Context: an optimization exercise on an open-source flow, tuned for small area, a short achievable clock period and few clock cycles per item. The choices shown serve that exercise and are no tape-out recipe.
In this exercise RTL edits were held to simulation tests only and were not proved equivalent to the original.

$ cat flow/config.mk
export PLATFORM = sky130hd
export DESIGN_NAME = echo_distance_moving_average
export DESIGN_NICKNAME = echo_distance_moving_average
export VERILOG_FILES = /design/flow/design.v
export SDC_FILE = /design/flow/constraint.sdc
export NUM_CORES = 4
export LEC_CHECK = 0
export CAP_MARGIN = 20
export CORE_MARGIN = 2
export CORE_UTILIZATION = 40
export SETUP_SLACK_MARGIN = 2.9
export SLEW_MARGIN = 20
$ cat flow/design.v
package edma_pkg;
	localparam int ECHO_W          = 16;
	localparam int DIST_W          = 19;
	localparam int CFG_W           = 5;
	localparam int MAX_SAMPLES_DEF = 16;
	localparam int DIST_MUL_W = 11;
	localparam int PROD_W     = ECHO_W + DIST_MUL_W;
	localparam logic [DIST_MUL_W-1:0] DIST_MUL = DIST_MUL_W'(1114);
	localparam int DIST_SHIFT = 8;
endpackage
module echo_distance_moving_average #(
	parameter int MAX_SAMPLES = edma_pkg::MAX_SAMPLES_DEF
) (
	input  logic                       clk,
	input  logic                       arst_n,
	input  logic                       echo_valid,
	output logic                       echo_ready,
	input  logic [edma_pkg::ECHO_W-1:0] echo_us,
	output logic                       result_valid,
	input  logic                       result_ready,
	output logic [edma_pkg::DIST_W-1:0] result_distance_q8,
	output logic                       result_valid_res,
	input  logic                       cfg_wr_en,
	input  logic [edma_pkg::CFG_W-1:0] cfg_wr_data
);
	localparam int EW  = edma_pkg::ECHO_W;
	localparam int DW  = edma_pkg::DIST_W;
	localparam int TW  = DW + 4;       
	localparam int NS  = 16;           
	localparam int NST = 10;           
	logic adv_q;
	logic          v0_q;
	logic [EW-1:0] us0_q;
	always_ff @(posedge clk or negedge arst_n) begin
		if (!arst_n) v0_q <= 1'b0;
		else if (adv_q) v0_q <= echo_valid;
	end
	always_ff @(posedge clk) begin
		if (adv_q) us0_q <= echo_us;
	end
	logic          vm_q, zm_q;
	logic [20:0]   s1_q;        
	logic [19:0]   s2_q;        
	logic          v1_q, z1_q;
	logic [DW-1:0] d1_q;
	logic [26:0]   prod;
	assign prod = {s1_q, 6'd0} + {6'd0, s2_q, 1'b0};
	always_ff @(posedge clk or negedge arst_n) begin
		if (!arst_n) begin
			vm_q <= 1'b0;
			v1_q <= 1'b0;
		end else if (adv_q) begin
			vm_q <= v0_q;
			v1_q <= vm_q;
		end
	end
	always_ff @(posedge clk) begin
		if (adv_q) begin
			s1_q <= {us0_q, 4'd0} + {5'd0, us0_q};
			s2_q <= {1'b0, us0_q, 3'd0} + {2'b0, us0_q, 2'd0} + {4'd0, us0_q};
			zm_q <= (us0_q == '0);
			d1_q <= prod[26:8];
			z1_q <= zm_q;
		end
	end
	logic [4:0]    win_q;       
	logic [4:0]    fill_q;      
	logic          full_q;      
	logic [DW-1:0] ring [NS];
	logic [DW-1:0] oldest;
	logic          v2_q, z2_q;
	logic [DW-1:0] d2_q;
	logic [DW-1:0] old2_q;      
	logic [4:0]    n2_q;
	logic [5:0]    n32_q;       
	logic [3:0]    sel_q;       
	logic          push;
	logic [4:0]    fill_nx;
	logic [4:0]    cfg_w;
	always_comb begin
		cfg_w = cfg_wr_data;
		if (cfg_wr_data == '0) cfg_w = 5'd1;
		else if (cfg_wr_data > 5'd16) cfg_w = 5'd16;
	end
	assign push    = adv_q && v1_q && !z1_q;
	assign fill_nx = full_q ? fill_q : fill_q + 5'd1;
	assign oldest  = ring[sel_q];
	always_ff @(posedge clk) begin
		if (push) begin
			ring[0] <= d1_q;
			for (int i = 1; i < NS; i++) ring[i] <= ring[i-1];
		end
	end
	always_ff @(posedge clk or negedge arst_n) begin
		if (!arst_n) begin
			win_q  <= 5'd1;
			sel_q  <= '0;
			fill_q <= '0;
			full_q <= 1'b0;
			v2_q   <= 1'b0;
		end else begin
			if (adv_q) v2_q <= v1_q;
			if (cfg_wr_en) begin
				win_q  <= cfg_w;
				sel_q  <= 4'(cfg_w - 5'd1);
				fill_q <= '0;
				full_q <= 1'b0;
			end else if (adv_q && v1_q) begin
				if (z1_q) begin
					fill_q <= '0;
					full_q <= 1'b0;
				end else begin
					fill_q <= fill_nx;
					full_q <= fill_nx == win_q;
				end
			end
		end
	end
	always_ff @(posedge clk) begin
		if (adv_q) begin
			z2_q   <= z1_q;
			d2_q   <= d1_q;
			old2_q <= full_q ? oldest : '0;
			n2_q   <= z1_q ? 5'd1 : fill_nx;
			n32_q  <= z1_q ? 6'd3 : {1'b0, fill_nx} + {fill_nx, 1'b0};
		end
	end
	logic          v3_q, z3_q;
	logic [TW-1:0] total_q;
	logic [4:0]    n3_q;
	logic [5:0]    n33_q;
	always_ff @(posedge clk or negedge arst_n) begin
		if (!arst_n) begin
			total_q <= '0;
			v3_q    <= 1'b0;
		end else begin
			if (adv_q) v3_q <= v2_q;
			if (cfg_wr_en) begin
				total_q <= '0;
			end else if (adv_q && v2_q) begin
				total_q <= z2_q ? '0 : total_q + TW'(d2_q) - TW'(old2_q);
			end
		end
	end
	always_ff @(posedge clk) begin
		if (adv_q) begin
			z3_q  <= z2_q;
			n3_q  <= n2_q;
			n33_q <= n32_q;
		end
	end
	function automatic logic [3+DW:0] div_r4(input logic [3:0] r, input logic [DW-1:0] dvd,
	                                         input logic [4:0] n, input logic [5:0] n3);
		logic [5:0] x;
		logic [6:0] d1, d2, d3;
		logic       g1, g2, g3;
		logic [3:0] ro;
		x  = {r, dvd[DW-1 -: 2]};
		d1 = {1'b0, x} - {2'b0, n};
		d2 = {1'b0, x} - {1'b0, n, 1'b0};
		d3 = {1'b0, x} - {1'b0, n3};
		g1 = !d1[6];
		g2 = !d2[6];
		g3 = !d3[6];
		ro = g3 ? d3[3:0] : g2 ? d2[3:0] : g1 ? d1[3:0] : x[3:0];
		div_r4 = {ro, dvd[DW-3:0], g2, g3 | (g1 & !g2)};
	endfunction
	function automatic logic [3+DW:0] div_r2(input logic [3:0] r, input logic [DW-1:0] dvd,
	                                         input logic [4:0] n);
		logic [4:0] t;
		logic [5:0] d;
		t = {r, dvd[DW-1]};
		d = {1'b0, t} - {1'b0, n};
		div_r2 = d[5] ? {t[3:0], dvd[DW-2:0], 1'b0} : {d[3:0], dvd[DW-2:0], 1'b1};
	endfunction
	logic [3:0]    rem_q [NST-1];
	logic [DW-1:0] dvd_q [NST-1];
	logic [4:0]    nd_q  [NST-1];
	logic [5:0]    n3d_q [NST-1];
	logic          vd_q  [NST-1];
	logic          zd_q  [NST-1];
	logic [3+DW:0] dres  [NST];
	always_comb begin
		dres[0] = div_r4(total_q[TW-1:DW], total_q[DW-1:0], n3_q, n33_q);
		for (int k = 1; k < NST - 1; k++)
			dres[k] = div_r4(rem_q[k-1], dvd_q[k-1], nd_q[k-1], n3d_q[k-1]);
		dres[NST-1] = div_r2(rem_q[NST-2], dvd_q[NST-2], nd_q[NST-2]);
	end
	always_ff @(posedge clk or negedge arst_n) begin
		if (!arst_n) begin
			for (int k = 0; k < NST - 1; k++) vd_q[k] <= 1'b0;
		end else if (adv_q) begin
			vd_q[0] <= v3_q;
			for (int k = 1; k < NST - 1; k++) vd_q[k] <= vd_q[k-1];
		end
	end
	always_ff @(posedge clk) begin
		if (adv_q) begin
			{rem_q[0], dvd_q[0]} <= dres[0];
			nd_q[0]  <= n3_q;
			n3d_q[0] <= n33_q;
			zd_q[0]  <= z3_q;
			for (int k = 1; k < NST - 1; k++) begin
				{rem_q[k], dvd_q[k]} <= dres[k];
				nd_q[k]  <= nd_q[k-1];
				n3d_q[k] <= n3d_q[k-1];
				zd_q[k]  <= zd_q[k-1];
			end
		end
	end
	logic          xv;
	logic [DW-1:0] xd;
	logic          xr;
	assign xv = vd_q[NST-2];
	assign xd = dres[NST-1][DW-1:0];
	assign xr = !zd_q[NST-2];
	logic          ov_q, sv_q;
	logic [DW-1:0] od_q, sd_q;
	logic          or_q, sr_q;
	logic take, inc;
	logic ov_nx, sv_nx;
	assign take = ov_q && result_ready;
	assign inc  = adv_q && xv;
	always_comb begin
		ov_nx = ov_q;
		sv_nx = sv_q;
		if (take) begin
			if (sv_q) begin
				ov_nx = 1'b1;
				sv_nx = inc;
			end else begin
				ov_nx = inc;
				sv_nx = 1'b0;
			end
		end else if (inc) begin
			if (ov_q) sv_nx = 1'b1;
			else      ov_nx = 1'b1;
		end
	end
	always_ff @(posedge clk or negedge arst_n) begin
		if (!arst_n) begin
			ov_q  <= 1'b0;
			sv_q  <= 1'b0;
			adv_q <= 1'b1;
		end else begin
			ov_q  <= ov_nx;
			sv_q  <= sv_nx;
			adv_q <= !(ov_nx && sv_nx);
		end
	end
	always_ff @(posedge clk) begin
		if (take) begin
			if (sv_q) begin
				od_q <= sd_q;
				or_q <= sr_q;
			end else begin
				od_q <= xd;
				or_q <= xr;
			end
			sd_q <= xd;
			sr_q <= xr;
		end else if (ov_q) begin
			if (!sv_q) begin
				sd_q <= xd;
				sr_q <= xr;
			end
		end else begin
			od_q <= xd;
			or_q <= xr;
		end
	end
	assign echo_ready         = adv_q;
	assign result_valid       = ov_q;
	assign result_distance_q8 = od_q;
	assign result_valid_res   = or_q;
endmodule
$ cat flow/run.sh
#!/bin/bash
# synth_recipe.tcl (not shown) runs the flow's synth.tcl, then flattens the netlist and writes it again
# the make line also repeats each setting of config.mk as NAME=value (left out here)
make -C /OpenROAD-flow-scripts/flow DESIGN_CONFIG=/design/flow/config.mk WORK_HOME=/design/flow/orfs CLKGATE_MAP_FILE= SYNTH_SCRIPT=/design/flow/synth_recipe.tcl finish
$ cat flow/constraint.sdc
create_clock -name core_clock -period 5.5 [get_ports {clk}]
set_input_delay 1.1000 -clock core_clock [delete_from_list [all_inputs] [get_ports {clk}]]
set_output_delay 1.1000 -clock core_clock [all_outputs]
set_load 0.01 [all_outputs]
==> reports/metrics.cfg, run 1 <==
[route]
drt_iter0_drc = 1855
num_vias = 21654
first_pass_iters = 6
wl_um = 81500
top_layer_used = met4
wl_met2_um = 38900
ant_nets = 0
wl_met3_um = 4770
met1Wirelength_um = 34800
remaining_drc_errors = 0
avgRoutedWirePerCell_um = 19.6
vias_per_cell = 5.21

[die]
boundaryPins = 48
dieArea_sq_mm = 0.0963
rows = 112
die_h_um = 310
core_sq_mm = 0.0932
initial_core_util_pct = 40.3
die_x_um = 310

[worst_setup_path]
crit_slowest_cell = fa_1
cpPeakStageDelay_ps = 550
arrival_ps = 3660
critPathRequiredTime_ps = 6030
critical_path_class = flop to flop
cp_num_buf_inv = 1
start_kind = flop
critical-path-top-delay-family = compound AO/OA/AOI/OAI gates
worst-path-max-fanout = 4
worstSetupEndpointType = flop
cp_cell_sequence = buf_4, fa_1, ha_4, o21ai_4, a221oi_4, a311oi_4, o21ai_2, a211o_1, o211a_4, or4b_4, nand3_2

[yosys]
async_reset_ff_share_pct = 6.60
synth_edf_count = 778
synth_nets = 2892
synth_area_sq_mm = 0.0375
syn_area_per_cell_sq_um = 14.5
synth_ff_type = edfxtp_1
ys.warnings.count = 9
ys_seq_area_share_pct = 65.9
synth_seq_cells = 833
synth.distinct_cells = 66
postSynthCellCount = 2584

[layout]
layout_commonest_cell = edfxtp_1
final_cell_mix = 778 x edfxtp_1, 244 x inv_1, 203 x ha_1, 125 x nor2_1, 117 x buf_4
instances_no_fill = 4156
multi_input_area_sq_mm = 0.0125
area_delta_synth_final_pct = 19.5
antenna_cells = 0
fill_cells = 7981
drive_above_1_share_pct = 17.5
fin_nets = 3132
final_util_pct = 48.2
regArea_sq_mm = 0.0248

[clocking]
clockRootBuffer = clkbuf_16
clk_pin_slew_ps = 60
cts_buffers = 90
tritoncts = done
insertion_delay_ps = 670
holdBufCountCts = 0
cts.sinks = 833
clockBufferDepth = 3
cts_htree_levels = 3

[grt]
grt_pass1_vias = 22392
grt_overflow = 0
gr-usage-all-layers_pct = 17.0
grt_start_max_net_pins = 147
grt_pass1_wl_um = 127000
antenna_found_initial = 2

[timing]
hold_viol_final = 0
layout_setup_ws_ps = 2370
timing.hold.ws_ps = 392
fin_crit_ps = 3130
fin_skew_ps = 40.2
worst_pin_slew_ps = 908
setup_tns_ps = 0
rsz0062_at_grt = true
max_freq_ghz = 0.319
maxSlewViolCount = 0
slew_headroom_pct = 39.2
setup_viol = 0
post-route-period-util_pct = 57.0

[place]
post-place-ws_ps = 1740
port_buffers = 47
gp_congestion = 0.834
dp_hpwl_um = 52600
dp.cells = 3864

[status]
status = timing/DRC/antenna clean

[min_path]
hold_class = flop to flop

[job]
drv_cap = 0

metal layers:
metal | vias to the layer above | track usage (%)
met5 | - | 0
met4 | 0 | 6.97
met3 | 169 | 3.08
met2 | 622 | 27.9
met1 | 10756 | 22.2
li1 | 10107 | -
metrics by stage:
stage / area [sq um]
after floorplan: 37600
after global placement: 39800
after detailed placement: 39800
after CTS: 44300
after global routing: 44900
final: 44900
worst paths after layout:
kind	slack (ps)	end	cells past startpoint	start
min in group asynchronous	510	sv_q	1	arst_n
hold / removal	390	dvd_q[3][17]	0	dvd_q[2][15]
max in group asynchronous	3830	total_q[21]	2	arst_n
hold reg to reg	390	dvd_q[3][17]	0	dvd_q[2][15]
setup reg to reg	2370	s2_q[18]	11	us0_q[4]
setup / recovery	2370	s2_q[18]	11	us0_q[4]
what timing repair did:
action                                 in CTS  in global routing
cloned                                      1                  1
setup endpoints to repair                 370                455
pin swaps                                  59                 41
resized for setup                         157                 68
setup buffers                              89                 31
endpoints found under the hold margin       0                  0
synth_stat cells (all sizes together), types with 6 or more instances:
library cell  number  area [sq um]
a221oi            20           181
ha               221          2770
inv              252           946
o21a              55           413
o21bai             6          45.0
a21o              41           308
fa                61          1220
a211oi            16           120
xnor2             69           604
and2               6          37.5
mux2i             49           490
nand2             82           308
nand4             13          81.3
a31oi             19           119
dfrtp             53          1330
mux2              54           608
clkbuf            56           210
nor3              26           130
xor2              39           342
a21oi            118           591
a22oi             50           375
a22o              44           385
and3              12          75.1
o21ai            107           539
nand3             28           140
nor2             143           537
edfxtp           778         23400
a222oi            13           130
nor2b             47           294
or2                6          37.5
nand2b            31           194
state kept, by name, indices dropped and copies added, names as in the netlist, 5 cells and up:
signal   count
win_q        5
dvd_q      171
d1_q        19
n3d_q       40
us0_q       16
rem_q       36
s2_q        17
vd_q         9
total_q     23
d2_q        19
s1_q        19
sd_q        19
old2_q      19
n33_q        6
od_q        19
nd_q        45
zd_q         9
n32_q        6
ring       304
fill_q       5
layout make-up:
class                      instances  area share [%]
clock buffer                     108            5.19
clock inverter                    62            1.83
inverter                         252            2.12
multi-input combinational       1439            27.9
sequential                       833            55.1
tap                             1254            3.50
timing repair buffer             208            4.33
logic make-up after synthesis:
family,Yosys count,share of synthesized area [%]
flip-flops,833,65.9
AO/OA/AOI/OAI,530,9.60
buffers and inverters,313,3.13
AND/OR/NAND/NOR,415,5.32
multiplexers,103,2.93
XOR/XNOR,108,2.52
adder cells (fa/ha/maj),282,10.6
Testbench counts, summed over its fixed seeds: cycles 5,975, items 5,207.
==> run 2, diff against run 1 <==
--- a/flow/design.v
+++ b/flow/design.v
@@ -32,4 +32,5 @@
 	logic          v0_q;
 	logic [EW-1:0] us0_q;
+	logic [EW+2:0] a0_q;        
 	always_ff @(posedge clk or negedge arst_n) begin
 		if (!arst_n) v0_q <= 1'b0;
@@ -37,13 +38,16 @@
 	end
 	always_ff @(posedge clk) begin
-		if (adv_q) us0_q <= echo_us;
+		if (adv_q) begin
+			us0_q <= echo_us;
+			a0_q  <= {echo_us, 2'd0} + {3'd0, echo_us};
+		end
 	end
 	logic          vm_q, zm_q;
-	logic [20:0]   s1_q;        
-	logic [19:0]   s2_q;        
+	logic [EW-1:0] usm_q;
+	logic [EW+7:0] b_q;         
 	logic          v1_q, z1_q;
 	logic [DW-1:0] d1_q;
-	logic [26:0]   prod;
-	assign prod = {s1_q, 6'd0} + {6'd0, s2_q, 1'b0};
+	logic [EW+10:0] prod;
+	assign prod = {usm_q, 10'd0} + {3'd0, b_q};
 	always_ff @(posedge clk or negedge arst_n) begin
 		if (!arst_n) begin
@@ -57,9 +61,9 @@
 	always_ff @(posedge clk) begin
 		if (adv_q) begin
-			s1_q <= {us0_q, 4'd0} + {5'd0, us0_q};
-			s2_q <= {1'b0, us0_q, 3'd0} + {2'b0, us0_q, 2'd0} + {4'd0, us0_q};
-			zm_q <= (us0_q == '0);
-			d1_q <= prod[26:8];
-			z1_q <= zm_q;
+			usm_q <= us0_q;
+			b_q   <= {1'b0, a0_q, 4'd0} + {4'd0, a0_q, 1'b0};
+			zm_q  <= (us0_q == '0);
+			d1_q  <= prod[EW+10:8];
+			z1_q  <= zm_q;
 		end
 	end
@@ -70,9 +74,8 @@
 	logic [DW-1:0] oldest;
 	logic          v2_q, z2_q;
-	logic [DW-1:0] d2_q;
-	logic [DW-1:0] old2_q;      
+	logic [DW:0]   delta2_q;    
+	logic [NS-1:0] ins;         
 	logic [4:0]    n2_q;
 	logic [5:0]    n32_q;       
-	logic [3:0]    sel_q;       
 	logic          push;
 	logic [4:0]    fill_nx;
@@ -85,9 +88,12 @@
 	assign push    = adv_q && v1_q && !z1_q;
 	assign fill_nx = full_q ? fill_q : fill_q + 5'd1;
-	assign oldest  = ring[sel_q];
+	assign oldest  = ring[NS-1];
+	always_comb begin
+		for (int i = 0; i < NS; i++) ins[i] = (5'(i) == 5'(16) - win_q);
+	end
 	always_ff @(posedge clk) begin
 		if (push) begin
 			ring[0] <= d1_q;
-			for (int i = 1; i < NS; i++) ring[i] <= ring[i-1];
+			for (int i = 1; i < NS; i++) ring[i] <= ins[i] ? d1_q : ring[i-1];
 		end
 	end
@@ -95,5 +101,4 @@
 		if (!arst_n) begin
 			win_q  <= 5'd1;
-			sel_q  <= '0;
 			fill_q <= '0;
 			full_q <= 1'b0;
@@ -103,5 +108,4 @@
 			if (cfg_wr_en) begin
 				win_q  <= cfg_w;
-				sel_q  <= 4'(cfg_w - 5'd1);
 				fill_q <= '0;
 				full_q <= 1'b0;
@@ -120,6 +124,5 @@
 		if (adv_q) begin
 			z2_q   <= z1_q;
-			d2_q   <= d1_q;
-			old2_q <= full_q ? oldest : '0;
+			delta2_q <= {1'b0, d1_q} - {1'b0, full_q ? oldest : '0};
 			n2_q   <= z1_q ? 5'd1 : fill_nx;
 			n32_q  <= z1_q ? 6'd3 : {1'b0, fill_nx} + {fill_nx, 1'b0};
@@ -139,5 +142,5 @@
 				total_q <= '0;
 			end else if (adv_q && v2_q) begin
-				total_q <= z2_q ? '0 : total_q + TW'(d2_q) - TW'(old2_q);
+				total_q <= z2_q ? '0 : total_q + {{(TW-DW-1){delta2_q[DW]}}, delta2_q};
 			end
 		end
--- a/flow/config.mk
+++ b/flow/config.mk
@@ -8,5 +8,5 @@
 export CAP_MARGIN = 20
 export CORE_MARGIN = 2
-export CORE_UTILIZATION = 40
-export SETUP_SLACK_MARGIN = 2.9
+export CORE_UTILIZATION = 65
+export SETUP_SLACK_MARGIN = 2.8
 export SLEW_MARGIN = 20
==> run 2 against run 1 <==
Compared with the run above:
- setup slack better by 440 ps
- via count down 6.3%
- sequential cell count down 9
- still clean
- wire length down 19%
- critical path type unchanged
==> reports/metrics.cfg, run 2 <==
[status]
status = timing/DRC/antenna clean  ; unchanged

[worst_setup_path]
start_kind = flop  ; unchanged
arrival_ps = 3170  ; was 3660 ps
worst-path-max-fanout = 4  ; unchanged
r2r_cells = 11  ; unchanged
worstSetupEndpointType = flop  ; unchanged
regToRegStartpoint = full_q  ; was us0_q[4]
critPathRequiredTime_ps = 5970  ; was 6030 ps
worst-r2r-setup-slack_ps = 2810  ; was 2370 ps
r2r-end = delta2_q[17]  ; was s2_q[18]
critical_path_class = flop to flop  ; unchanged

[yosys]
synthXorXnorAreaFrac_pct = 2.96  ; was 2.52%
synth_top_cell_by_area = edfxtp_1  ; unchanged
synth_common_cells = 773 x edfxtp_1, 323 x mux2_2, 228 x ha_1, 165 x inv_1, 111 x a21oi_1  ; was 778 x edfxtp_1, 252 x inv_1, 221 x ha_1, 143 x nor2_1, 118 x a21oi_1
synth-simple-area-share_pct = 4.40  ; was 5.32%
synth.distinct_cells = 67  ; was 66
synth_edf_count = 773  ; was 778
synthAdderAreaFrac_pct = 9.09  ; was 10.6%
ys_seq_area_share_pct = 63.7  ; was 65.9%
syn_area_per_cell_sq_um = 14.9  ; was 14.5 sq um
synth_nets = 2858  ; was 2,892
yosys.area.top_type_share_pct = 60.4  ; was 62.2%
synth_seq_cells = 824  ; was 833
synth_ff_type = edfxtp_1  ; unchanged
synth_top_family_by_area = multiplexers  ; was adder cells
synth.most_common_cell = edfxtp_1  ; unchanged
synthMuxAreaShare_pct = 10.6  ; was 2.93%
synth_area_sq_mm = 0.0384  ; was 0.0375 sq mm
postSynthCellCount = 2572  ; was 2,584
ys.warnings.count = 9  ; unchanged
synth_compound_area_share_pct = 6.76  ; was 9.60%
async_reset_ff_share_pct = 6.19  ; was 6.60%
ys_top_cells_by_area = edfxtp_1 60%, mux2_2 9.5%, ha_1 7.4%, dfrtp_1 3.2%, xnor2_1 1.9%  ; was edfxtp_1 62%, ha_1 7.4%, dfrtp_1 3.5%, fa_1 3.3%, inv_1 2.5%

[grt]
gr-usage-all-layers_pct = 22.1  ; was 17.0%
grt_start_max_net_pins = 158  ; was 147
antenna_found_initial = 0  ; was 2
grt_pass1_wl_um = 106000  ; was 127,000 um
grt_overflow = 0  ; unchanged
grt_pass1_vias = 20693  ; was 22,392

[route]
remaining_drc_errors = 0  ; unchanged
first_pass_iters = 4  ; was 6
wl_um = 66100  ; was 81,500 um
drt_iter0_drc = 1116  ; was 1,855
avgRoutedWirePerCell_um = 18.8  ; was 19.6 um
num_vias = 20281  ; was 21,654
vias_per_cell = 5.76  ; was 5.21
ant_nets = 0  ; unchanged

[layout]
antenna_cells = 0  ; unchanged
instances_no_fill = 3522  ; was 4,156
fill_cells = 3684  ; was 7,981
stdcell_area_sq_mm = 0.0432  ; was 0.0449 sq mm
layout_commonest_cell = edfxtp_1  ; unchanged
final_cell_mix = 773 x edfxtp_1, 311 x mux2_2, 214 x ha_1, 164 x inv_1, 107 x nand2_1  ; was 778 x edfxtp_1, 244 x inv_1, 203 x ha_1, 125 x nor2_1, 117 x buf_4
drive_above_1_share_pct = 21.5  ; was 17.5%
fin_nets = 2967  ; was 3,132
area_delta_synth_final_pct = 12.4  ; was 19.5%
largest_reg_flops = 304  ; unchanged
top_register = ring  ; unchanged
multi_input_area_sq_mm = 0.0134  ; was 0.0125 sq mm
regArea_sq_mm = 0.0245  ; was 0.0248 sq mm

[clocking]
clk_pin_slew_ps = 60  ; about the same
cts_htree_levels = 3  ; unchanged
cts_buffers = 83  ; was 90
clockBufferDepth = 3  ; unchanged
insertion_delay_ps = 620  ; was 670 ps
holdBufCountCts = 0  ; unchanged
clockRootBuffer = clkbuf_16  ; unchanged
cts.sinks = 824  ; was 833
tritoncts = done  ; unchanged

[timing]
fin_skew_ps = 14.4  ; was 40.2 ps
setup_viol = 0  ; unchanged
slew_headroom_pct = 30.2  ; was 39.2%
fin_crit_ps = 2690  ; was 3130 ps
hold_viol_final = 0  ; unchanged
max_freq_ghz = 0.371  ; was 0.319 GHz
rsz0062_at_grt = true  ; unchanged
maxSlewViolCount = 0  ; unchanged
post-route-period-util_pct = 49.0  ; was 57.0%
worst_pin_slew_ps = 1040  ; was 908 ps

[min_path]
hp-start = dvd_q[3][1]  ; was dvd_q[2][15]
hold_depth = 0  ; unchanged
worstHoldEndpoint = dvd_q[4][3]  ; was dvd_q[3][17]
hold_class = flop to flop  ; unchanged

[die]
boundaryPins = 48  ; unchanged
die_x_um = 247  ; was 310 um
core_sq_mm = 0.0588  ; was 0.0932 sq mm
die_h_um = 247  ; was 310 um
rows = 89  ; was 112
initial_core_util_pct = 65.4  ; was 40.3%
dieArea_sq_mm = 0.0611  ; was 0.0963 sq mm

[place]
dp.cells = 3336  ; was 3,864
gp_congestion = 0.857  ; was 0.834
post_dp_cell_area_sq_mm = 0.0400  ; was 0.0398 sq mm
port_buffers = 47  ; unchanged
dp_hpwl_um = 42900  ; was 52,600 um

[job]
drv_cap = 0  ; unchanged

-- run 2: cell types whose count changed after synthesis, moves of 13 or more --
| cell | delta |
|---|---|
| a221oi_1 | -19 |
| a222oi_1 | -13 |
| a22o_1 | -23 |
| a22oi_1 | -50 |
| fa_1 | -29 |
| inv_1 | -87 |
| mux2_2 | +269 |
| nand2_1 | +27 |
| nor2_1 | -60 |
| o21ai_0 | -13 |
| xnor2_1 | +15 |
-- run 2: area by class of cell --
| class | count | area share [%] |
|---|---|---|
| Clock buffer | 96 | 5.04 |
| Inverter | 167 | 1.46 |
| Clock inverter | 57 | 1.23 |
| Timing Repair Buffer | 100 | 2.21 |
| Sequential cell | 824 | 56.7 |
| Multi-Input combinational cell | 1505 | 31.1 |
| Tap cell | 773 | 2.24 |
-- run 2: metal layers --
layer / global-route usage [%] / wire, um
met5: 0 / 0
met1: 27.3 / 27800
met4: 7.64 / 1590
met3: 3.07 / 2020
met2: 39.7 / 34700
-- run 2: worst max-delay path by stage --
| stage | startpoint | endpoint | slack [ps] |
|---|---|---|---|
| floorplan | adv_q | ring[0][0] | -3080 |
| global placement | echo_us[2] | a0_q[16] | 1850 |
| detailed placement | echo_us[2] | a0_q[18] | 1810 |
| CTS | adv_q | echo_ready | 2790 |
| global route | full_q | delta2_q[16] | 2690 |
| finish | full_q | delta2_q[17] | 2810 |
-- run 2: stage by stage --
stage / TNS [ps] / hold WS (ps) / worst slack [ps] / utilization, %
after detailed placement: 0 / 405 / 1810 / 67.9
final: 0 / 415 / 2810 / 73.5
after CTS: 0 / 415 / 2790 / 73.0
after global placement: 0 / 400 / 1850 / 67.9
after floorplan: -936670 / 400 / -3080 / -
after global routing: 0 / 419 / 2690 / 73.5
-- run 2: worst max-delay path, stage by stage (launching register included) --
cell and delay [ps]:
dfrtp_2 470, buf_4 160, nand2_2 70, ha_1 220
nor2b_1 130, o21a_1 190, o21ai_2 210, a21oi_2 100
o211ai_1 330, o21ai_2 130, or4_1 420, nand4_1 110
-- run 2: cell families (layout without fill, tap and decap cells) --
family | Yosys count | in the layout
compound gates | 407 | 407
xor+xnor | 130 | 130
fa+ha+maj | 260 | 260
buf+inv | 244 | 420
flops | 824 | 824
mux | 364 | 364
simple gates | 343 | 344
-- run 2: what timing repair did --
item	in CTS	in global routing
resized for setup	41	44
pin swaps	12	21
endpoints found under the setup margin	556	22
cloned	2	0
setup buffers	15	15
Testbench counts of run 2, summed over its fixed seeds: cycles 5,975, items 5,207.
==> run 3, diff against run 2 <==
--- a/flow/config.mk
+++ b/flow/config.mk
@@ -8,5 +8,5 @@
 export CAP_MARGIN = 20
 export CORE_MARGIN = 2
-export CORE_UTILIZATION = 65
-export SETUP_SLACK_MARGIN = 2.8
+export CORE_UTILIZATION = 55
+export SETUP_SLACK_MARGIN = 3.2
 export SLEW_MARGIN = 20
==> run 3 against run 2 <==
Compared with the run above:
- critical path depth increased by 1
- global-route usage decreased by 2.5 points
- core utilization shrank 7.1 points
- highest routed layer unchanged
==> reports/metrics.cfg, run 3 <==
[status]
status = timing/DRC/antenna clean  ; unchanged

[yosys]
synth_compound_area_share_pct = 6.76  ; unchanged
postSynthCellCount = 2572  ; unchanged
synthXorXnorAreaFrac_pct = 2.96  ; unchanged
synthAdderAreaFrac_pct = 9.09  ; unchanged
ys_seq_area_share_pct = 63.7  ; unchanged
syn_area_per_cell_sq_um = 14.9  ; unchanged
synth_area_sq_mm = 0.0384  ; unchanged
yosys.area.top_type_share_pct = 60.4  ; unchanged
async_reset_ff_share_pct = 6.19  ; unchanged
synth_edf_count = 773  ; unchanged
synth_ff_type = edfxtp_1  ; unchanged
synth.most_common_cell = edfxtp_1  ; unchanged
synth_seq_cells = 824  ; unchanged
synth.distinct_cells = 67  ; unchanged
synth_common_cells = 773 x edfxtp_1, 323 x mux2_2, 228 x ha_1, 165 x inv_1, 111 x a21oi_1  ; unchanged
synth_top_family_by_area = multiplexers  ; unchanged
ys.warnings.count = 9  ; unchanged
synth_nets = 2858  ; unchanged
synth_top_cell_by_area = edfxtp_1  ; unchanged
synthMuxAreaShare_pct = 10.6  ; unchanged
synth-simple-area-share_pct = 4.40  ; unchanged
ys_top_cells_by_area = edfxtp_1 60%, mux2_2 9.5%, ha_1 7.4%, dfrtp_1 3.2%, xnor2_1 1.9%  ; unchanged

[min_path]
hold_class = flop to flop  ; unchanged
hold_depth = 0  ; unchanged

[job]
drv_cap = 0  ; unchanged

[worst_setup_path]
crit_slowest_cell = dfrtp_4  ; was dfrtp_2
critPathRequiredTime_ps = 5870  ; was 5970 ps
cpPeakStageDelay_ps = 500  ; was 470 ps
arrival_ps = 2990  ; was 3170 ps
critical-path-top-delay-family = compound AO/OA/AOI/OAI gates  ; unchanged
r2r_cells = 12  ; was 11
cp_num_buf_inv = 1  ; unchanged
critPathMostFrequentCell = o21ai_2  ; unchanged
critical_path_class = flop to flop  ; unchanged
start_kind = flop  ; unchanged
worst-path-max-fanout = 4  ; unchanged
cp_cell_sequence = and2_4, ha_4, inv_2, fa_2, a211oi_4, o21ai_2, o2111ai_2, a311oi_2, o21ai_2, nand2b_1, a21oi_2, xnor2_1  ; was buf_4, nand2_2, ha_1, nor2b_1, o21a_1, o21ai_2, a21oi_2, o211ai_1, o21ai_2, or4_1, nand4_1
worstSetupEndpointType = flop  ; unchanged
path_depth = 12  ; was 11

[layout]
fin_nets = 3115  ; was 2,967
final_cell_mix = 773 x edfxtp_1, 311 x mux2_2, 175 x ha_1, 164 x buf_4, 151 x inv_1  ; was 773 x edfxtp_1, 311 x mux2_2, 214 x ha_1, 164 x inv_1, 107 x nand2_1
antenna_cells = 0  ; unchanged
final_util_pct = 66.4  ; was 73.5%
drive_above_1_share_pct = 32.1  ; was 21.5%
layout_commonest_cell = edfxtp_1  ; unchanged
area_delta_synth_final_pct = 19.0  ; was 12.4%
largest_reg_flops = 304  ; unchanged
stdcell_area_sq_mm = 0.0458  ; was 0.0432 sq mm
top_register = ring  ; unchanged

[clocking]
tritoncts = done  ; unchanged
holdBufCountCts = 0  ; unchanged
cts.sinks = 824  ; unchanged
insertion_delay_ps = 640  ; was 620 ps
clk_pin_slew_ps = 60  ; about the same
cts_buffers = 86  ; was 83
clockBufferDepth = 3  ; unchanged
clockRootBuffer = clkbuf_16  ; unchanged
cts_htree_levels = 3  ; unchanged

[route]
wl_um = 70500  ; was 66,100 um
num_vias = 20832  ; was 20,281
first_pass_iters = 5  ; was 4
remaining_drc_errors = 0  ; unchanged
avgRoutedWirePerCell_um = 18.4  ; was 18.8 um
drt_iter0_drc = 1054  ; was 1,116
ant_nets = 0  ; unchanged
vias_per_cell = 5.44  ; was 5.76

[die]
die_x_um = 268  ; was 247 um
die_h_um = 268  ; was 247 um
boundaryPins = 48  ; unchanged
dieArea_sq_mm = 0.0720  ; was 0.0611 sq mm
core_sq_mm = 0.0689  ; was 0.0588 sq mm
rows = 96  ; was 89
initial_core_util_pct = 55.8  ; was 65.4%

[timing]
fin_crit_ps = 2610  ; was 2690 ps
hold_viol_final = 0  ; unchanged
max_freq_ghz = 0.383  ; was 0.371 GHz
slew_headroom_pct = 40.6  ; was 30.2%
fin_skew_ps = 15.3  ; was 14.4 ps
setup_viol = 0  ; unchanged
worst_pin_slew_ps = 889  ; was 1040 ps
post-route-period-util_pct = 47.5  ; was 49.0%
rsz0062_at_grt = true  ; unchanged
maxSlewViolCount = 0  ; unchanged

[grt]
grt_pass1_vias = 21172  ; was 20,693
grt_pass1_wl_um = 111000  ; was 106,000 um
gr-usage-all-layers_pct = 19.6  ; was 22.1%
grt_overflow = 0  ; unchanged
grt_start_max_net_pins = 84  ; was 158
antenna_found_initial = 2  ; was 0

[place]
port_buffers = 47  ; unchanged
dp_hpwl_um = 43300  ; was 42,900 um
gp_congestion = 0.818  ; was 0.857
post_dp_cell_area_sq_mm = 0.0402  ; was 0.0400 sq mm

==> run 3: path summary, 6_finish.rpt <==
check                              from  slack [ps]           end
min in group asynchronous        arst_n         600    total_q[0]
max in group asynchronous        arst_n        4290        full_q
hold / removal             dvd_q[0][12]         410  dvd_q[1][14]
hold reg to reg            dvd_q[0][12]         410  dvd_q[1][14]
setup reg to reg                 full_q        2890  delta2_q[16]
setup / recovery                 full_q        2890  delta2_q[16]
==> run 3: final cells by class <==
class / count / area, sq um
sequential: 824 / 24500
fill: 4966 / 23200
multi-input combinational: 1506 / 14400
clock buffer: 101 / 2250
timing repair buffer: 244 / 2100
tap: 931 / 1160
clock inverter: 56 / 684
inverter: 167 / 628
==> run 3: through the flow <==
step	TNS [ps]	cells	hold slack [ps]	setup WS (ps)
2_1_floorplan	-936670	2572	400	-3080
3_3_place_gp	0	3493	401	1820
3_5_place_dp	0	3493	405	1770
4_1_cts	0	3750	410	2840
5_1_grt	0	3829	417	2730
6_report	0	3829	411	2890
==> run 3: timing repair <==
action / in CTS / in global routing
endpoints found under the setup margin: 773 / 387
gates cloned: 3 / 2
gates resized for setup: 244 / 189
setup buffers: 97 / 77
pin swaps: 67 / 94
==> run 3: worst reg2reg max path: stages, from the launching register on <==
cell	delay, ps
dfrtp_4	500
and2_4	180
ha_4	120
inv_2	40
fa_2	380
a211oi_4	250
o21ai_2	100
o2111ai_2	110
a311oi_2	170
o21ai_2	210
nand2b_1	90
a21oi_2	130
xnor2_1	70
==> run 3: cells by family after synthesis <==
| group | after synthesis |
|---|---|
| AOI/OAI and AO/OA | 407 |
| DFF | 824 |
| and+or+nand+nor | 343 |
| xor gates and xnor gates | 130 |
| muxes | 364 |
| buffers and inverters | 244 |
| adders and majority gates | 260 |
==> run 3: layer usage <==
metal | wire length, um | vias up | GRT usage [%]
li1 | - | 10111 | -
met4 | 1710 | 0 | 5.92
met2 | 36800 | 267 | 35.1
met5 | 0 | - | 0
met3 | 2050 | 124 | 2.85
met1 | 29900 | 10330 | 24.6
==> run 4, diff against run 3 <==
--- a/flow/config.mk
+++ b/flow/config.mk
@@ -9,4 +9,4 @@
 export CORE_MARGIN = 2
 export CORE_UTILIZATION = 55
-export SETUP_SLACK_MARGIN = 3.2
+export SETUP_SLACK_MARGIN = 3.0
 export SLEW_MARGIN = 20
==> run 4 against run 3 <==
Compared with the run above:
- still clean
- synthesized cell count unchanged
- area after synthesis unchanged
- critical path depth unchanged
- core utilization down 2.0 points
- setup slack worse by 25 ps
- fmax down 0.94%
- via count down 1.8%
- clock skew up 4.0 ps
- largest cell class unchanged
==> reports/metrics.cfg, run 4 <==
[yosys]
synth_nets = 2858  ; unchanged
synth.most_common_cell = edfxtp_1  ; unchanged
ys_seq_area_share_pct = 63.7  ; unchanged
ys_top_cells_by_area = edfxtp_1 60%, mux2_2 9.5%, ha_1 7.4%, dfrtp_1 3.2%, xnor2_1 1.9%  ; unchanged
synthAdderAreaFrac_pct = 9.09  ; unchanged
synth_compound_area_share_pct = 6.76  ; unchanged
synthMuxAreaShare_pct = 10.6  ; unchanged
postSynthCellCount = 2572  ; unchanged
synth-simple-area-share_pct = 4.40  ; unchanged
syn_area_per_cell_sq_um = 14.9  ; unchanged
ys.warnings.count = 9  ; unchanged
yosys.area.top_type_share_pct = 60.4  ; unchanged
synth_top_family_by_area = multiplexers  ; unchanged
synth_ff_type = edfxtp_1  ; unchanged
synth_top_cell_by_area = edfxtp_1  ; unchanged
synthXorXnorAreaFrac_pct = 2.96  ; unchanged
synth_edf_count = 773  ; unchanged
synth_common_cells = 773 x edfxtp_1, 323 x mux2_2, 228 x ha_1, 165 x inv_1, 111 x a21oi_1  ; unchanged
synth.distinct_cells = 67  ; unchanged
async_reset_ff_share_pct = 6.19  ; unchanged
synth_area_sq_mm = 0.0384  ; unchanged
synth_seq_cells = 824  ; unchanged

[timing]
setup_viol = 0  ; unchanged
fin_crit_ps = 2640  ; was 2610 ps
worst_pin_slew_ps = 981  ; was 889 ps
rsz0062_at_grt = true  ; unchanged
max_freq_ghz = 0.379  ; was 0.383 GHz
hold_viol_final = 0  ; unchanged
post-route-period-util_pct = 48.0  ; was 47.5%
maxSlewViolCount = 0  ; unchanged
fin_skew_ps = 19.4  ; was 15.3 ps
slew_headroom_pct = 34.4  ; was 40.6%

[layout]
final_cell_mix = 773 x edfxtp_1, 311 x mux2_2, 200 x ha_1, 163 x inv_1, 109 x buf_4  ; was 773 x edfxtp_1, 311 x mux2_2, 175 x ha_1, 164 x buf_4, 151 x inv_1
fill_cells = 5124  ; was 4,966
area_delta_synth_final_pct = 15.4  ; was 19.0%
largest_reg_flops = 304  ; unchanged
multi_input_area_sq_mm = 0.0138  ; was 0.0144 sq mm
antenna_cells = 0  ; unchanged
drive_above_1_share_pct = 25.6  ; was 32.1%
regArea_sq_mm = 0.0245  ; about the same
top_register = ring  ; unchanged
layout_commonest_cell = edfxtp_1  ; unchanged
stdcell_area_sq_mm = 0.0444  ; was 0.0458 sq mm
instances_no_fill = 3755  ; was 3,829
fin_nets = 3041  ; was 3,115

[worst_setup_path]
crit_slowest_cell = dfrtp_4  ; unchanged
regToRegStartpoint = full_q  ; unchanged
worst-r2r-setup-slack_ps = 2860  ; was 2890 ps
worst-path-max-fanout = 6  ; was 4
critical_path_class = flop to flop  ; unchanged
r2r_cells = 12  ; unchanged
worstSetupEndpointType = flop  ; unchanged
arrival_ps = 3010  ; was 2990 ps
cp_cell_sequence = and2_4, ha_4, inv_2, fa_2, a211oi_4, o21ai_2, o2111ai_2, a311oi_2, o21ai_2, nand2b_1, a21oi_2, xnor2_1  ; unchanged
start_kind = flop  ; unchanged
r2r-end = delta2_q[16]  ; unchanged
critPathRequiredTime_ps = 5870  ; about the same
crit_start = full_q  ; unchanged
cpPeakStageDelay_ps = 510  ; was 500 ps
critPathMostFrequentCell = o21ai_2  ; unchanged

[min_path]
hold_class = flop to flop  ; unchanged
hp-start = b_q[9]  ; was dvd_q[0][12]
hold_depth = 0  ; unchanged
worstHoldEndpoint = d1_q[1]  ; was dvd_q[1][14]

[grt]
grt_pass1_wl_um = 110000  ; was 111,000 um
gr-usage-all-layers_pct = 19.4  ; was 19.6%
grt_overflow = 0  ; unchanged
grt_start_max_net_pins = 168  ; was 84
grt_pass1_vias = 20728  ; was 21,172
antenna_found_initial = 1  ; was 2

[route]
num_vias = 20464  ; was 20,832
avgRoutedWirePerCell_um = 18.4  ; about the same
first_pass_iters = 5  ; unchanged
drt_iter0_drc = 1383  ; was 1,054
vias_per_cell = 5.45  ; was 5.44
ant_nets = 0  ; unchanged
remaining_drc_errors = 0  ; unchanged
wl_um = 69000  ; was 70,500 um

[clocking]
clockBufferDepth = 3  ; unchanged
holdBufCountCts = 0  ; unchanged
cts.sinks = 824  ; unchanged
cts_htree_levels = 3  ; unchanged
tritoncts = done  ; unchanged
insertion_delay_ps = 630  ; was 640 ps
clockRootBuffer = clkbuf_16  ; unchanged
clk_pin_slew_ps = 60  ; about the same
cts_buffers = 86  ; unchanged

[die]
core_sq_mm = 0.0689  ; unchanged
initial_core_util_pct = 55.8  ; unchanged
dieArea_sq_mm = 0.0720  ; unchanged
die_h_um = 268  ; unchanged
boundaryPins = 48  ; unchanged
die_x_um = 268  ; unchanged
rows = 96  ; unchanged

[place]
port_buffers = 47  ; unchanged
dp.cells = 3495  ; was 3,493
gp_congestion = 0.842  ; was 0.818
post_dp_cell_area_sq_mm = 0.0402  ; about the same
dp_hpwl_um = 44000  ; was 43,300 um

[job]
drv_cap = 0  ; unchanged

[status]
status = timing/DRC/antenna clean  ; unchanged

run 4: cell type report:
class	instances	share of cell area [%]
multi-input combinational	1505	31.0
timing repair buffer	171	3.41
inverter	167	1.42
clock inverter	58	1.33
tap	931	2.62
sequential	824	55.2
clock buffer	99	4.96
run 4: how the worst max path moves through the flow:
stage | end | slack, ps | cells after the start
final | delta2_q[16] | 2860 | 12
after global placement | a0_q[16] | 1820 | 11
after global routing | delta2_q[16] | 2750 | 12
after detailed placement | a0_q[16] | 1780 | 11
after CTS | echo_ready | 2850 | 1
after floorplan | ring[0][0] | -3080 | 2
run 4: cells by family (layout without fill, tap and decap cells):
group,after synthesis,after routing
AO/OA/AOI/OAI,407,407
multiplexers,364,364
buffers and inverters,244,495
XOR/XNOR,130,130
adder cells (fa/ha/maj),260,260
AND/OR/NAND/NOR,343,344
flip-flops,824,824
run 4: stage by stage:
stage	TNS, ps	worst slack (ps)	hold WS, ps	util [%]
5_1_grt	0	2750	420	64.4
3_5_place_dp	0	1780	405	58.3
6_report	0	2860	406	64.4
4_1_cts	0	2850	404	63.3
3_3_place_gp	0	1820	401	58.3
2_1_floorplan	-936670	-3080	400	-
run 4: repair_timing:
| action | CTS | global route |
|---|---|---|
| pin swaps | 26 | 49 |
| endpoints found under the setup margin | 662 | 245 |
| resized for setup | 114 | 89 |
| buffers inserted | 44 | 56 |
| cloned | 2 | 1 |
run 4: worst max-delay path: cells and delay by family (launching register included):
family                     cells  cell delay (ps)
and+or+nand+nor                2              270
adders and majority gates      2              510
buffers and inverters          1               40
AOI/OAI and AO/OA              6              990
DFF                            1              510
xor gates and xnor gates       1               70
run 4: layer usage:
layer  GRT usage (%)  vias to the layer above  part of all wire [%]
met5               0                        -                     0
met4            5.68                        0                   2.0
met3            3.25                       93                   3.0
met2            34.5                      242                    52
met1            24.3                    10161                    43
li1                -                     9968                     -
==> run 5, diff against run 4 <==
--- a/flow/config.mk
+++ b/flow/config.mk
@@ -9,4 +9,6 @@
 export CORE_MARGIN = 2
 export CORE_UTILIZATION = 55
+export CTS_CLUSTER_DIAMETER = 80
+export CTS_CLUSTER_SIZE = 20
 export SETUP_SLACK_MARGIN = 3.0
 export SLEW_MARGIN = 20
==> run 5 against run 4 <==
Compared with the run above:
- worst hold slack better by 3.8 ps
- clock skew is 0.73 ps lower
- cell count is 1.8% lower
- clock-buffer cell count is 21 lower
- setup slack worse by 26 ps
- sequential share of layout area is 1.5 points higher
- critical path depth stayed put
- area after synthesis stayed put
- still clean on timing, DRC and antenna
- global-route usage is 0.32 points lower
==> reports/metrics.cfg, run 5 <==
[status]
status = timing/DRC/antenna clean  ; unchanged

[yosys]
synth.most_common_cell = edfxtp_1  ; unchanged
synth.distinct_cells = 67  ; unchanged
synth_ff_type = edfxtp_1  ; unchanged
synth_common_cells = 773 x edfxtp_1, 323 x mux2_2, 228 x ha_1, 165 x inv_1, 111 x a21oi_1  ; unchanged
synth_nets = 2858  ; unchanged
syn_area_per_cell_sq_um = 14.9  ; unchanged
synth_edf_count = 773  ; unchanged
synth_area_sq_mm = 0.0384  ; unchanged
synth_top_cell_by_area = edfxtp_1  ; unchanged
ys_seq_area_share_pct = 63.7  ; unchanged
ys.warnings.count = 9  ; unchanged
async_reset_ff_share_pct = 6.19  ; unchanged
synth_seq_cells = 824  ; unchanged
yosys.area.top_type_share_pct = 60.4  ; unchanged
ys_top_cells_by_area = edfxtp_1 60%, mux2_2 9.5%, ha_1 7.4%, dfrtp_1 3.2%, xnor2_1 1.9%  ; unchanged
postSynthCellCount = 2572  ; unchanged

[worst_setup_path]
critPathRequiredTime_ps = 5850  ; was 5870 ps
worst-r2r-setup-slack_ps = 2840  ; was 2860 ps
cp_num_buf_inv = 1  ; unchanged
arrival_ps = 3020  ; was 3010 ps
cpPeakStageDelay_ps = 530  ; was 510 ps
regToRegStartpoint = full_q  ; unchanged
crit_slowest_cell = dfrtp_4  ; unchanged
start_kind = flop  ; unchanged
cp_cell_sequence = and2_4, ha_4, inv_2, fa_2, a211oi_4, o21ai_2, o2111ai_2, a311oi_2, o21ai_2, nand2b_1, a21oi_2, xnor2_1  ; unchanged
r2r_cells = 12  ; unchanged
critPathMostFrequentCell = o21ai_2  ; unchanged
worstSetupEndpointType = flop  ; unchanged
critical-path-top-delay-family = compound AO/OA/AOI/OAI gates  ; unchanged
worst-path-max-fanout = 7  ; was 6
crit_start = full_q  ; unchanged
critical_path_class = flop to flop  ; unchanged
r2r-end = delta2_q[16]  ; unchanged

[layout]
area_delta_synth_final_pct = 12.4  ; was 15.4%
largest_reg_flops = 304  ; unchanged
antenna_cells = 0  ; unchanged
fill_cells = 5230  ; was 5,124
drive_above_1_share_pct = 24.4  ; was 25.6%
fin_nets = 3007  ; was 3,041
top_register = ring  ; unchanged
final_cell_mix = 773 x edfxtp_1, 311 x mux2_2, 196 x ha_1, 163 x inv_1, 112 x buf_4  ; was 773 x edfxtp_1, 311 x mux2_2, 200 x ha_1, 163 x inv_1, 109 x buf_4
final_util_pct = 62.7  ; was 64.4%
layout_commonest_cell = edfxtp_1  ; unchanged

[clocking]
clockRootBuffer = clkbuf_16  ; unchanged
tritoncts = done  ; unchanged
cts_htree_levels = 2  ; was 3
clk_pin_slew_ps = 80  ; was 60 ps
cts_buffers = 50  ; was 86
clockBufferDepth = 3  ; unchanged
insertion_delay_ps = 610  ; was 630 ps
cts.sinks = 824  ; unchanged

[timing]
rsz0062_at_grt = true  ; unchanged
hold_viol_final = 0  ; unchanged
maxSlewViolCount = 0  ; unchanged
fin_crit_ps = 2660  ; was 2640 ps
worst_pin_slew_ps = 1010  ; was 981 ps
layout_setup_ws_ps = 2840  ; was 2860 ps
setup_tns_ps = 0  ; unchanged
fin_skew_ps = 18.6  ; was 19.4 ps
post-route-period-util_pct = 48.4  ; was 48.0%
timing.hold.ws_ps = 410  ; was 406 ps
slew_headroom_pct = 32.7  ; was 34.4%
max_freq_ghz = 0.375  ; was 0.379 GHz
setup_viol = 0  ; unchanged

[place]
post-place-ws_ps = 1780  ; unchanged
dp_hpwl_um = 44000  ; unchanged
port_buffers = 47  ; unchanged
gp_congestion = 0.842  ; unchanged

[route]
ant_nets = 0  ; unchanged
vias_per_cell = 5.52  ; was 5.45
remaining_drc_errors = 0  ; unchanged
num_vias = 20341  ; was 20,464
first_pass_iters = 5  ; unchanged
drt_iter0_drc = 1456  ; was 1,383
wl_um = 68400  ; was 69,000 um
avgRoutedWirePerCell_um = 18.6  ; was 18.4 um

[grt]
antenna_found_initial = 1  ; unchanged
grt_start_max_net_pins = 168  ; unchanged
grt_overflow = 0  ; unchanged
gr-usage-all-layers_pct = 19.0  ; was 19.4%
grt_pass1_wl_um = 108000  ; was 110,000 um
grt_pass1_vias = 20342  ; was 20,728

[min_path]
hold_depth = 0  ; unchanged
worstHoldEndpoint = dvd_q[4][11]  ; was d1_q[1]
hp-start = dvd_q[3][9]  ; was b_q[9]
hold_class = flop to flop  ; unchanged

[die]
die_x_um = 268  ; unchanged
initial_core_util_pct = 55.8  ; unchanged
boundaryPins = 48  ; unchanged
dieArea_sq_mm = 0.0720  ; unchanged
die_h_um = 268  ; unchanged
core_sq_mm = 0.0689  ; unchanged
rows = 96  ; unchanged

[job]
drv_cap = 0  ; unchanged

run 5: cell types whose count changed in the layout (fill, tap and decap cells not counted), sizes merged:
cell,delta
inv,-3
clkinvlp,-1
clkinv,-36
clkbuf,-21
bufinv,-9
buf,+2
run 5: area by class of cell:
cell class | instances | area [sq um] | share of cell area, %
Clock buffer | 78 | 1460 | 3.38
Clock inverter | 9 | 113 | 0.261
Inverter | 167 | 628 | 1.45
Multi-Input combinational cell | 1505 | 13800 | 32.0
Sequential cell | 824 | 24500 | 56.7
Tap cell | 931 | 1160 | 2.70
Timing Repair Buffer | 173 | 1520 | 3.53
run 5: logic make-up after synthesis:
| logic type | count (synthesis) | synth area share [%] |
|---|---|---|
| adders and majority gates | 260 | 9.09 |
| DFF | 824 | 63.7 |
| and+or+nand+nor | 343 | 4.40 |
| AOI/OAI and AO/OA | 407 | 6.76 |
| muxes | 364 | 10.6 |
| buffers and inverters | 244 | 2.51 |
| xor gates and xnor gates | 130 | 2.96 |
run 5: through the flow:
step,cell area (sq um),cells
after floorplan,38700,2572
after global placement,40200,3495
after detailed placement,40200,3495
after CTS,42400,3628
after global routing,43200,3687
final,43200,3687
run 5: how the worst max path moves through the flow:
stage,end,slack (ps),cells past startpoint
finish,delta2_q[16],2840,12
global route,delta2_q[16],2720,12
CTS,delta2_q[16],2860,12
detailed placement,a0_q[16],1780,11
global placement,a0_q[16],1820,11
floorplan,ring[0][0],-3080,2
run 5: what timing repair did:
action | in CTS | in global routing
gates cloned | 2 | 1
setup buffers | 44 | 58
setup endpoints to repair | 656 | 257
resized for setup | 115 | 92
pin swaps | 25 | 45
hold buffers | 0 | 0
run 5: routing by layer:
layer  up-vias  GRT usage [%]  part of all wire, %
li1       9848              -                    -
met3        94           2.63                  2.8
met1     10172           24.3                   43
met4         0           4.56                  2.2
met5         -              0                    0
met2       227           34.4                   52
==> run 6, diff against run 5 <==
--- a/flow/config.mk
+++ b/flow/config.mk
@@ -11,4 +11,5 @@
 export CTS_CLUSTER_DIAMETER = 80
 export CTS_CLUSTER_SIZE = 20
+export PLACE_DENSITY = 0.72
 export SETUP_SLACK_MARGIN = 3.0
 export SLEW_MARGIN = 20
==> run 6 against run 5 <==
Compared with the run above:
- fmax decreased by 0.70%
- design area decreased by 0.31%
- cell count decreased by 0.27%
- critical path depth unchanged
- register-to-register slack got worse by 20 ps
- first-iteration DRC count decreased by 4.9%
- worst hold slack got worse by 5.7 ps
==> reports/metrics.cfg, run 6 <==
[yosys]
synth_top_cell_by_area = edfxtp_1  ; unchanged
synth_common_cells = 773 x edfxtp_1, 323 x mux2_2, 228 x ha_1, 165 x inv_1, 111 x a21oi_1  ; unchanged
synth_ff_type = edfxtp_1  ; unchanged
postSynthCellCount = 2572  ; unchanged
yosys.area.top_type_share_pct = 60.4  ; unchanged
ys_top_cells_by_area = edfxtp_1 60%, mux2_2 9.5%, ha_1 7.4%, dfrtp_1 3.2%, xnor2_1 1.9%  ; unchanged
synth.distinct_cells = 67  ; unchanged
async_reset_ff_share_pct = 6.19  ; unchanged
syn_area_per_cell_sq_um = 14.9  ; unchanged
synth_seq_cells = 824  ; unchanged
ys_seq_area_share_pct = 63.7  ; unchanged
synth_edf_count = 773  ; unchanged
ys.warnings.count = 9  ; unchanged
synth.most_common_cell = edfxtp_1  ; unchanged
synth_nets = 2858  ; unchanged
synth_area_sq_mm = 0.0384  ; unchanged

[layout]
fill_cells = 5041  ; was 5,230
multi_input_area_sq_mm = 0.0137  ; was 0.0138 sq mm
largest_reg_flops = 304  ; unchanged
top_register = ring  ; unchanged
final_cell_mix = 773 x edfxtp_1, 311 x mux2_2, 206 x ha_1, 163 x inv_1  ; was 773 x edfxtp_1, 311 x mux2_2, 196 x ha_1, 163 x inv_1, 112 x buf_4
area_delta_synth_final_pct = 12.0  ; was 12.4%
regArea_sq_mm = 0.0245  ; about the same
antenna_cells = 0  ; unchanged
layout_commonest_cell = edfxtp_1  ; unchanged
drive_above_1_share_pct = 23.4  ; was 24.4%
instances_no_fill = 3677  ; was 3,687
fin_nets = 2999  ; was 3,007

[clocking]
cts_htree_levels = 2  ; unchanged
clockRootBuffer = clkbuf_16  ; unchanged
cts.sinks = 824  ; unchanged
cts_buffers = 50  ; unchanged
tritoncts = done  ; unchanged
clk_pin_slew_ps = 90  ; was 80 ps
holdBufCountCts = 0  ; unchanged
insertion_delay_ps = 610  ; about the same
clockBufferDepth = 3  ; unchanged

[route]
num_vias = 20505  ; was 20,341
ant_nets = 0  ; unchanged
remaining_drc_errors = 0  ; unchanged
first_pass_iters = 5  ; unchanged
drt_iter0_drc = 1385  ; was 1,456
vias_per_cell = 5.58  ; was 5.52
wl_um = 67700  ; was 68,400 um
avgRoutedWirePerCell_um = 18.4  ; was 18.6 um

[place]
dp.cells = 3494  ; was 3,495
dp_hpwl_um = 43100  ; was 44,000 um
port_buffers = 47  ; unchanged
gp_congestion = 0.845  ; was 0.842

[timing]
worst_pin_slew_ps = 1020  ; was 1010 ps
slew_headroom_pct = 31.8  ; was 32.7%
fin_crit_ps = 2680  ; was 2660 ps
rsz0062_at_grt = true  ; unchanged
fin_skew_ps = 29.0  ; was 18.6 ps
setup_viol = 0  ; unchanged
hold_viol_final = 0  ; unchanged
max_freq_ghz = 0.373  ; was 0.375 GHz
maxSlewViolCount = 0  ; unchanged
setup_tns_ps = 0  ; unchanged
post-route-period-util_pct = 48.8  ; was 48.4%

[grt]
gr-usage-all-layers_pct = 18.9  ; was 19.0%
antenna_found_initial = 0  ; was 1
grt_start_max_net_pins = 83  ; was 168
grt_pass1_vias = 20724  ; was 20,342
grt_overflow = 0  ; unchanged
grt_pass1_wl_um = 108000  ; about the same

[min_path]
hold_depth = 0  ; unchanged
hold_class = flop to flop  ; unchanged
hp-start = dvd_q[0][10]  ; was dvd_q[3][9]
worstHoldEndpoint = dvd_q[1][12]  ; was dvd_q[4][11]

[die]
boundaryPins = 48  ; unchanged
dieArea_sq_mm = 0.0720  ; unchanged
die_h_um = 268  ; unchanged
rows = 96  ; unchanged
die_x_um = 268  ; unchanged
initial_core_util_pct = 55.8  ; unchanged
core_sq_mm = 0.0689  ; unchanged

[worst_setup_path]
worst-path-max-fanout = 5  ; was 7
critPathRequiredTime_ps = 5870  ; was 5850 ps
worstSetupEndpointType = flop  ; unchanged
arrival_ps = 3050  ; was 3020 ps
critical_path_class = flop to flop  ; unchanged
regToRegStartpoint = full_q  ; unchanged
start_kind = flop  ; unchanged
r2r_cells = 12  ; unchanged
worst-r2r-setup-slack_ps = 2820  ; was 2840 ps
r2r-end = delta2_q[18]  ; was delta2_q[16]

[status]
status = timing/DRC/antenna clean  ; unchanged

[job]
drv_cap = 0  ; unchanged

==> run 6: worst max path at each step <==
stage	from	endpoint	slack [ps]
4_1_cts	full_q	delta2_q[16]	2770
2_1_floorplan	adv_q	ring[0][0]	-3080
6_report	full_q	delta2_q[18]	2820
3_3_place_gp	echo_us[2]	a0_q[16]	1830
3_5_place_dp	echo_us[2]	a0_q[18]	1760
5_1_grt	full_q	delta2_q[16]	2710
==> run 6: per-stage QoR <==
step	instance area (sq um)	utilization [%]	hold WS (ps)	setup WS [ps]
finish	43100	62.5	404	2820
detailed placement	40200	58.3	405	1760
global route	43100	62.5	420	2710
CTS	42500	61.7	409	2770
global placement	40200	58.2	400	1830
floorplan	38700	-	400	-3080
==> run 6: what timing repair did <==
item,in CTS,in global routing
gates resized for setup,114,77
endpoints found under the setup margin,530,145
buffers inserted,52,42
pin swaps,30,52
cloned,4,0
==> run 6: routing by layer <==
metal | wire, um | part of all wire [%] | GRT usage (%) | up-vias
met5 | 0 | 0 | 0 | -
met4 | 1510 | 2.2 | 4.71 | 0
met3 | 1810 | 2.7 | 2.12 | 86
met2 | 35300 | 52 | 34.5 | 285
met1 | 29100 | 43 | 24.0 | 10288
li1 | - | - | - | 9846
==> run 6: cell type report <==
class | count | area share, %
Clock buffer | 73 | 3.25
Clock inverter | 12 | 0.296
Inverter | 167 | 1.46
Multi-Input combinational cell | 1505 | 31.8
Sequential cell | 824 | 56.9
Tap cell | 931 | 2.71
Timing Repair Buffer | 165 | 3.63
==> run 6: critical path, stage by stage (launching register included) <==
cell,delay (ps)
dfrtp_2,450
buf_12,150
and2_4,140
ha_4,150
inv_2,50
fa_2,230
a211oi_4,70
o21ai_2,220
o2111ai_4,170
a311oi_2,380
o21ai_2,110
o21ai_1,230
xor2_1,90
==> run 6: cell families after synthesis <==
family / after synthesis / share of synthesized area [%]
xor gates and xnor gates: 130 / 2.96
adders and majority gates: 260 / 9.09
muxes: 364 / 10.6
and+or+nand+nor: 343 / 4.40
DFF: 824 / 63.7
AOI/OAI and AO/OA: 407 / 6.76
buffers and inverters: 244 / 2.51

[static timing again, ports no longer ideal]
The results above use ideal ports. As a check the final layouts listed here were re-extracted and re-timed, cells and wires unchanged.
Step 1, drivers: a clkbuf_16 drives clk and a buf_2 each remaining input, both assumed.
Step 2 adds t to the input delays and takes it off the output delays; t is the mean of the earliest and latest rising clock arrival at the registers after step 1. Input paths then give back, and output paths get back, about the clock's delay inside the block.
Slacks: ideal ports / drivers / drivers and shift; pairs: ideal ports / drivers.
run | t (ns) | setup slack, ns | worst setup path at the end
run 1 | 0.720 | 2.366 / 2.366 / 2.366 | register to register
run 2 | 0.675 | 2.806 / 2.791 / 2.230 | input to register
run 3 | 0.695 | 2.886 / 2.850 / 2.356 | input to register
run 4 | 0.686 | 2.861 / 2.827 / 2.336 | input to register
run 5 | 0.668 | 2.835 / 2.828 / 2.371 | input to register
run 6 | 0.661 | 2.816 / 2.816 / 2.350 | input to register
After both steps setup and hold are still met in every run listed. The setup slack of run 2, which loses most, moves by -0.015 ns with the drivers and by -0.576 ns with both steps.
